This design comes from an exercise in tuning for small area on the open sky130 flow, not from production work. Only simulation tests tie the RTL to the original design; equivalence was not proved. No activity file was given, so power comes from the tool's default toggle rates.

<file path="run.sh">
#!/bin/bash
# synth_recipe.tcl (not shown) runs the flow's synth.tcl, then flattens the netlist and writes it again
# the make line also repeats each setting of config.mk as NAME=value (left out here)
make -C /OpenROAD-flow-scripts/flow DESIGN_CONFIG=/design/flow/config.mk WORK_HOME=/design/flow/orfs CLKGATE_MAP_FILE= SYNTH_SCRIPT=/design/flow/synth_recipe.tcl finish
</file>
<file path="config.mk">
export PLATFORM = sky130hd
export DESIGN_NAME = regfile_mp_sb
export DESIGN_NICKNAME = regfile_mp_sb
export VERILOG_FILES = /design/flow/design.v
export SDC_FILE = /design/flow/constraint.sdc
export NUM_CORES = 4
export LEC_CHECK = 0
export CAP_MARGIN = 20
export CORE_MARGIN = 2
export CORE_UTILIZATION = 30
export SETUP_SLACK_MARGIN = 0.3
export SLEW_MARGIN = 20
export SYNTH_HIERARCHICAL = 1
export SYNTH_MINIMUM_KEEP_SIZE = 0
</file>
<file path="design.v">
package regfile_pkg;
  localparam int DEF_DATA_W = 32;
  localparam int DEF_NREGS  = 32;
  localparam int DEF_NRD    = 2;
  localparam int DEF_NWR    = 2;
  localparam int MAX_WR     = 16;
  function automatic int hi_match(input logic [MAX_WR-1:0] match);
    hi_match = 0;
    for (int i = 0; i < MAX_WR; i++) begin
      if (match[i]) hi_match = i;
    end
  endfunction
endpackage
module regfile_aoi222 (
  input  logic a1, b1, a2, b2, a3, b3,
  output logic y
);
  assign y = ~((a1 & b1) | (a2 & b2) | (a3 & b3));
endmodule
module regfile_scoreboard #(
  parameter int NREGS    = 32,
  parameter int NWR      = 2,
  parameter int ZERO_REG = 1,
  parameter int AW       = $clog2(NREGS)
) (
  input  logic [NWR-1:0]    wb_en,
  input  logic [NWR*AW-1:0] wb_idx,
  input  logic              claim_en,
  input  logic [AW-1:0]     claim_idx,
  input  logic              flush,
  input  logic [NREGS-1:0]  busy,
  output logic              claim_ready,
  output logic [NREGS-1:0]  busy_nxt
);
  logic claim_zero;
  assign claim_zero  = (ZERO_REG != 0) && (claim_idx == '0);
  assign claim_ready = (claim_zero || !busy[claim_idx]) && !flush;
  always_comb begin
    busy_nxt = busy;
    for (int w = 0; w < NWR; w++) begin
      if (wb_en[w]) busy_nxt[wb_idx[w*AW +: AW]] = 1'b0;
    end
    if (flush) begin
      busy_nxt = '0;
    end else if (claim_en && claim_ready && !claim_zero) begin
      busy_nxt[claim_idx] = 1'b1;
    end
    if (ZERO_REG != 0) busy_nxt[0] = 1'b0;
  end
endmodule
module regfile_mp_sb #(
  parameter int DATA_W   = regfile_pkg::DEF_DATA_W,
  parameter int NREGS    = regfile_pkg::DEF_NREGS,
  parameter int NRD      = regfile_pkg::DEF_NRD,
  parameter int NWR      = regfile_pkg::DEF_NWR,
  parameter int ZERO_REG = 1,
  parameter int AW       = $clog2(NREGS)
) (
  input  logic                  clk,
  input  logic                  rst_n,
  input  logic [NWR-1:0]        wb_en,
  input  logic [NWR*AW-1:0]     wb_idx,
  input  logic [NWR*DATA_W-1:0] wb_data,
  input  logic [NRD*AW-1:0]     rd_idx,
  output logic [NRD*DATA_W-1:0] rd_data,
  output logic [NRD-1:0]        rd_busy,
  input  logic                  claim_en,
  input  logic [AW-1:0]         claim_idx,
  output logic                  claim_ready,
  input  logic                  flush
);
  logic [NREGS-1:0] busy, busy_nxt;
  regfile_scoreboard #(
    .NREGS    (NREGS),
    .NWR      (NWR),
    .ZERO_REG (ZERO_REG),
    .AW       (AW)
  ) u_scoreboard (
    .wb_en       (wb_en),
    .wb_idx      (wb_idx),
    .claim_en    (claim_en),
    .claim_idx   (claim_idx),
    .flush       (flush),
    .busy        (busy),
    .claim_ready (claim_ready),
    .busy_nxt    (busy_nxt)
  );
  always_ff @(posedge clk or negedge rst_n) begin
    if (!rst_n) busy <= '0;
    else        busy <= busy_nxt;
  end
  logic phase;
  always_ff @(posedge clk or negedge rst_n) begin
    if (!rst_n) phase <= 1'b0;
    else        phase <= ~phase;
  end
  logic [DATA_W-1:0] x0, x1;
  assign x0 = wb_data[0*DATA_W +: DATA_W] ^ {DATA_W{phase}};
  assign x1 = wb_data[1*DATA_W +: DATA_W] ^ {DATA_W{phase}};
  logic [NREGS-1:0] hit0, hit1, sel0, sel1, hold;
  always_comb begin
    for (int k = 0; k < NREGS; k++) begin
      hit0[k] = wb_en[0] && (wb_idx[0*AW +: AW] == AW'(k));
      hit1[k] = wb_en[1] && (wb_idx[1*AW +: AW] == AW'(k));
    end
    sel1 = hit1;
    sel0 = hit0 & ~hit1;
    hold = ~(hit0 | hit1);
  end
  logic [DATA_W-1:0] q [NREGS];
  logic [NREGS-1:0]  valid;
  assign q[0]     = '0;
  assign valid[0] = 1'b0;
  for (genvar k = 1; k < NREGS; k++) begin : g_reg
    logic [DATA_W-1:0] d;
    logic [DATA_W-1:0] r;
    for (genvar b = 0; b < DATA_W; b++) begin : g_bit
      regfile_aoi222 u_nxt (
        .a1(sel1[k]), .b1(x1[b]),
        .a2(sel0[k]), .b2(x0[b]),
        .a3(hold[k]), .b3(r[b]),
        .y (d[b])
      );
    end
    always_ff @(posedge clk) r <= d;
    assign q[k] = r;
    always_ff @(posedge clk or negedge rst_n) begin
      if (!rst_n) valid[k] <= 1'b0;
      else        valid[k] <= valid[k] | hit0[k] | hit1[k];
    end
  end
  localparam int NGRP = (NREGS - 1) / 3;    
  for (genvar rp = 0; rp < NRD; rp++) begin : g_rd
    logic [AW-1:0]    idx;
    logic [NREGS-1:0] sel;
    logic             tv;
    assign idx = rd_idx[rp*AW +: AW];
    always_comb begin
      for (int k = 0; k < NREGS; k++) sel[k] = (idx == AW'(k)) && valid[k];
    end
    assign tv = |sel & phase;
    for (genvar b = 0; b < DATA_W; b++) begin : g_bit
      logic [NGRP-1:0] yg;
      logic            yl;
      for (genvar g = 0; g < NGRP; g++) begin : g_grp
        regfile_aoi222 u_and_or (
          .a1(sel[3*g+1]), .b1(q[3*g+1][b]),
          .a2(sel[3*g+2]), .b2(q[3*g+2][b]),
          .a3(sel[3*g+3]), .b3(q[3*g+3][b]),
          .y (yg[g])
        );
      end
      always_comb begin
        yl = 1'b1;
        for (int k = 3*NGRP + 1; k < NREGS; k++) yl = yl & ~(sel[k] & q[k][b]);
      end
      assign rd_data[rp*DATA_W + b] = ~(&{yg, yl}) ^ tv;
    end
    assign rd_busy[rp] = busy[idx];
  end
endmodule
</file>
<file path="constraint.sdc">
create_clock -name core_clock -period 6.0 [get_ports {clk}]
set_input_delay 1.2000 -clock core_clock [delete_from_list [all_inputs] [get_ports {clk}]]
set_output_delay 1.2000 -clock core_clock [all_outputs]
set_load 0.01 [all_outputs]
</file>
==> summary.txt <==
==> power by group <==
group | leakage, nW | switching (mW) | total [mW] | internal [mW]
registers | 9.18 | 1.75 | 10.9 | 9.19
clock network | 1.76 | 3.12 | 6.95 | 3.83
logic | 9.75 | 2.41 | 4.99 | 2.58
==> cell families (layout without fill, tap and decap cells) <==
| family | count (synthesis) | count (layout) | synth area share (%) |
|---|---|---|---|
| buffers and inverters | 78 | 870 | 0.852 |
| xor gates and xnor gates | 134 | 134 | 2.62 |
| other | 1 | 4 | 0.00837 |
| DFF | 1056 | 1056 | 47.9 |
| adders and majority gates | 13 | 13 | 0.363 |
| AOI/OAI and AO/OA | 1795 | 1795 | 39.5 |
| muxes | 39 | 39 | 1.44 |
| and+or+nand+nor | 604 | 604 | 7.29 |
==> layout by cell type (no fill, tap or decap), drive strengths merged, types with 9 or more instances in the layout <==
cell / instances
a2111oi: 67
a222oi: 1632
and3: 65
buf: 505
clkbuf: 169
clkdlybuf4s50: 99
clkinv: 24
dfrtp: 64
dfxtp: 992
dlygate4sd2: 26
dlymetal6s2s: 14
ha: 13
inv: 21
mux2i: 16
mux4: 20
nand2: 104
nand3: 20
nand4: 132
nor2: 107
nor2b: 49
nor3: 42
nor3b: 9
o221ai: 31
o31ai: 31
or3: 33
xor2: 129
==> modules after synthesis, one instance, submodules excluded, excerpt <==
module / flops+latches / cells inside / times used / cell area (um^2)
regfile_mp_sb: 1056 / 1838 / 1 / 26700
regfile_aoi222: 0 / 1 / 1632 / 10.0
==> metal layers <==
layer  global-route usage (%)  vias up
li1                         -    20200
met3                     14.0     1336
met1                     39.0    25800
met4                     19.6       12
met2                     45.6     5664
met5                    0.734        -
==> per-stage QoR <==
step,setup TNS (ns),area (um^2),util (%)
2_1_floorplan,0,44800,-
3_3_place_gp,-18.05,53900,36.4
3_5_place_dp,-16.97,53900,36.4
4_1_cts,0,58100,39.3
5_1_grt,0,58700,39.7
6_report,0,58700,39.7
==> worst max-delay path: cells and delay by family <==
family	cells	cell delay, ns
simple gates	3	0.90
xor+xnor	1	0.14
buf+inv	5	1.56
compound gates	2	0.87
==> sequential cells by signal (all words and copies together) (netlist names) <==
name	count
valid	31
g.r	992
phase	1
busy	32
==> timing repair <==
action                     in CTS  in global routing
setup endpoints to repair      64                 58
setup buffers                  12                 14
gates cloned                    1                  5
pin swaps                      57                 49
gates resized for setup       209                 86
==> path summary, 6_finish.rpt <==
path	startpoint	end	slack, ns	depth (start not counted)
setup / recovery	rd_idx[9]	rd_data[49]	0.09	11
hold / removal	g_reg[20].r[4]$_DFF_P_	g_reg[20].r[4]$_DFF_P_	0.48	1
setup reg to reg	phase$_DFF_PN0_	g_reg[30].r[10]$_DFF_P_	2.77	4
hold reg to reg	g_reg[20].r[4]$_DFF_P_	g_reg[20].r[4]$_DFF_P_	0.48	1
max in group asynchronous	rst_n	phase$_DFF_PN0_	4.55	2
min in group asynchronous	rst_n	busy[0]$_DFF_PN0_	0.70	2
==> synthesized netlist by cell type, drive strengths merged (4+ instances only) <==
cell | count | area share, %
clkbuf | 38 | 0.32
nor3 | 42 | 0.47
o31ai | 31 | 0.52
and3 | 65 | 0.94
or3 | 33 | 0.46
a21oi | 5 | 0.056
buf | 26 | 0.42
xnor2 | 5 | 0.098
nand2b | 7 | 0.098
dfxtp | 992 | 44
a22oi | 5 | 0.084
a2111oi | 67 | 1.3
mux4 | 20 | 1.0
and3b | 7 | 0.15
nand3b | 5 | 0.084
and2 | 5 | 0.070
a222oi | 1632 | 36
xor2 | 129 | 2.5
dfrtp | 64 | 3.6
nand4 | 132 | 1.8
ha | 13 | 0.36
nand3 | 20 | 0.25
nor2b | 49 | 0.68
mux2i | 16 | 0.36
a22o | 4 | 0.078
nor2 | 107 | 0.90
o21ai | 5 | 0.056
o221ai | 31 | 0.61
inv | 14 | 0.12
nor3b | 9 | 0.15
a31oi | 6 | 0.12
nor4 | 7 | 0.098
nand2 | 104 | 0.87
==> cell type report <==
class | instances | area (um^2)
clock buffer | 160 | 3200
sequential | 1056 | 21500
clock inverter | 39 | 375
tap | 1930 | 2410
inverter | 14 | 52.6
multi-input combinational | 2586 | 24900
fill | 14100 | 89300
timing repair buffer | 657 | 6370
antenna | 3 | 7.51
==> qor.yml <==
run_status:
  outcome: "timing/DRC/antenna clean"
sta:
  hold_viol_final: 0
  setup_violations: 0
  fin_crit_sh_pct: 98.5
  skew_ns: 0.0318
  finalMaxSlewViolations: 0
  maxSlewHeadroom_pct: 18.7
  min_period_ns: 5.91
  worst_slew_pin_slew_ns: 1.21
  layout_setup_ws_ns: 0.0895
  rsz0062_at_grt: "yes"
  fmax_mhz: 169
  worst_hold_slack_ns: 0.483
power:
  leakagePower_nw: 20.7
  powerDensity_mw_per_mm2: 390
  power.total_mw: 22.9
  ir_drop_mv: 0.274
drt:
  routed.top_layer: "met5"
  drcViolationCount: 0
  viasPerCell: 8.22
  num_vias: 53000
  wl_met2_mm: 105
  drtAntennaViolNets: 0
  postRouteWirelength_mm: 260
  drtPass1Iterations: 23
  wl_met1_mm: 87.4
  wl_met3_mm: 47.6
  routedWlPerCell_um: 40.4
  drt-initial-drc-count: 19100
critical_path:
  cp.required_ns: 4.80
  cp_cell_sequence: "clkdlybuf4s50_1 > buf_12 > and3b_2 > and3_4 > buf_12 > a222oi_1 > nand4_1 > a2111oi_1 > buf_4 > xor2_1 > clkdlybuf4s50_1"
  cp-start-kind: "input pin"
  critical_path_arrival_ns: 4.71
  worst-path-max-fanout: 21
  slowest_stage: "clkdlybuf4s50_1"
  cp-end-kind: "output pin"
  slowest_delay_ns: 0.55
  path_class: "in -> out"
grt:
  grt_max_degree: 65
  grt_pass1_wl_mm: 360
  gr-usage-all-layers_pct: 31.9
  grt_pass1_vias: 49400
  antenna_found_initial: 7
  overflow: 0
die:
  io_pins: 162
  die_h_um: 390
  core_mm2: 0.148
  rows: 141
  die_area_mm2: 0.152
  die_x_um: 390
  start_util_pct: 30.3
finish:
  layout-drive-gt1-share_pct: 22.1
  layout.nets: 4531
  area_growth_syn_to_layout_pct: 31.1
  fin_cells: 6445
clock_network:
  hold_buffers: 0
  clkLatencyLatePin_ns: 0.74
  clk_path_buf_depth: 3
  cts_tree: "done"
  cts-root-buf: "clkbuf_16"
  htreeDepth: 3
  cts.clk_slew.worst_paths_ns: 0.06
  cts_sinks: 1056
  cts_buffers: 108
synth:
  yosys.cell_types.count: 58
  async_flop_share_pct: 6.06
  syn-cell-area_mm2: 0.0448
  synth-main-ff-cell: "dfxtp_1"
  synth_warnings: 10
  ys_ff_latch: 1056
  synth_nets: 3828
  syn_avg_cell_area_um2: 12.0
  synth_edf_count: 0
  ys_seq_area_share_pct: 47.9
  syn_inst: 3720
run:
  drv_cap: 0
place:
  dp_slack_ns: -0.770
  hpwl_mm: 157
  io_buffer_count: 161
  place.gp.congestion: 1.01
  place_inst: 6208
min_path:
  hold_path.class: "reg -> reg"

-- what the ideal ports hide --
The flow's constraints put no driver on any port. The routed layout listed below was extracted and timed again, unchanged, in two steps.
Step 1 (the two cells are an assumption about what drives the block):
set clk [get_ports {clk}]
set_driving_cell -lib_cell sky130_fd_sc_hd__clkbuf_16 $clk
set_driving_cell -lib_cell sky130_fd_sc_hd__buf_2 [delete_from_list [all_inputs] $clk]
Step 2 also shifts input and output timing later by t, the mid clock arrival at the registers, as if the neighbouring blocks saw the same clock.
Three values: no drivers, after step 1, after step 2; two values: the first two.
shift t [ns]: 0.797
setup WS [ns]: 0.090 / 0.061 / 0.061
worst data-port slew with drivers (ns): 0.09
After both steps setup and hold are still met in this run. For this run, drivers alone change the setup slack by -0.029 ns; drivers and shift together by -0.029 ns.
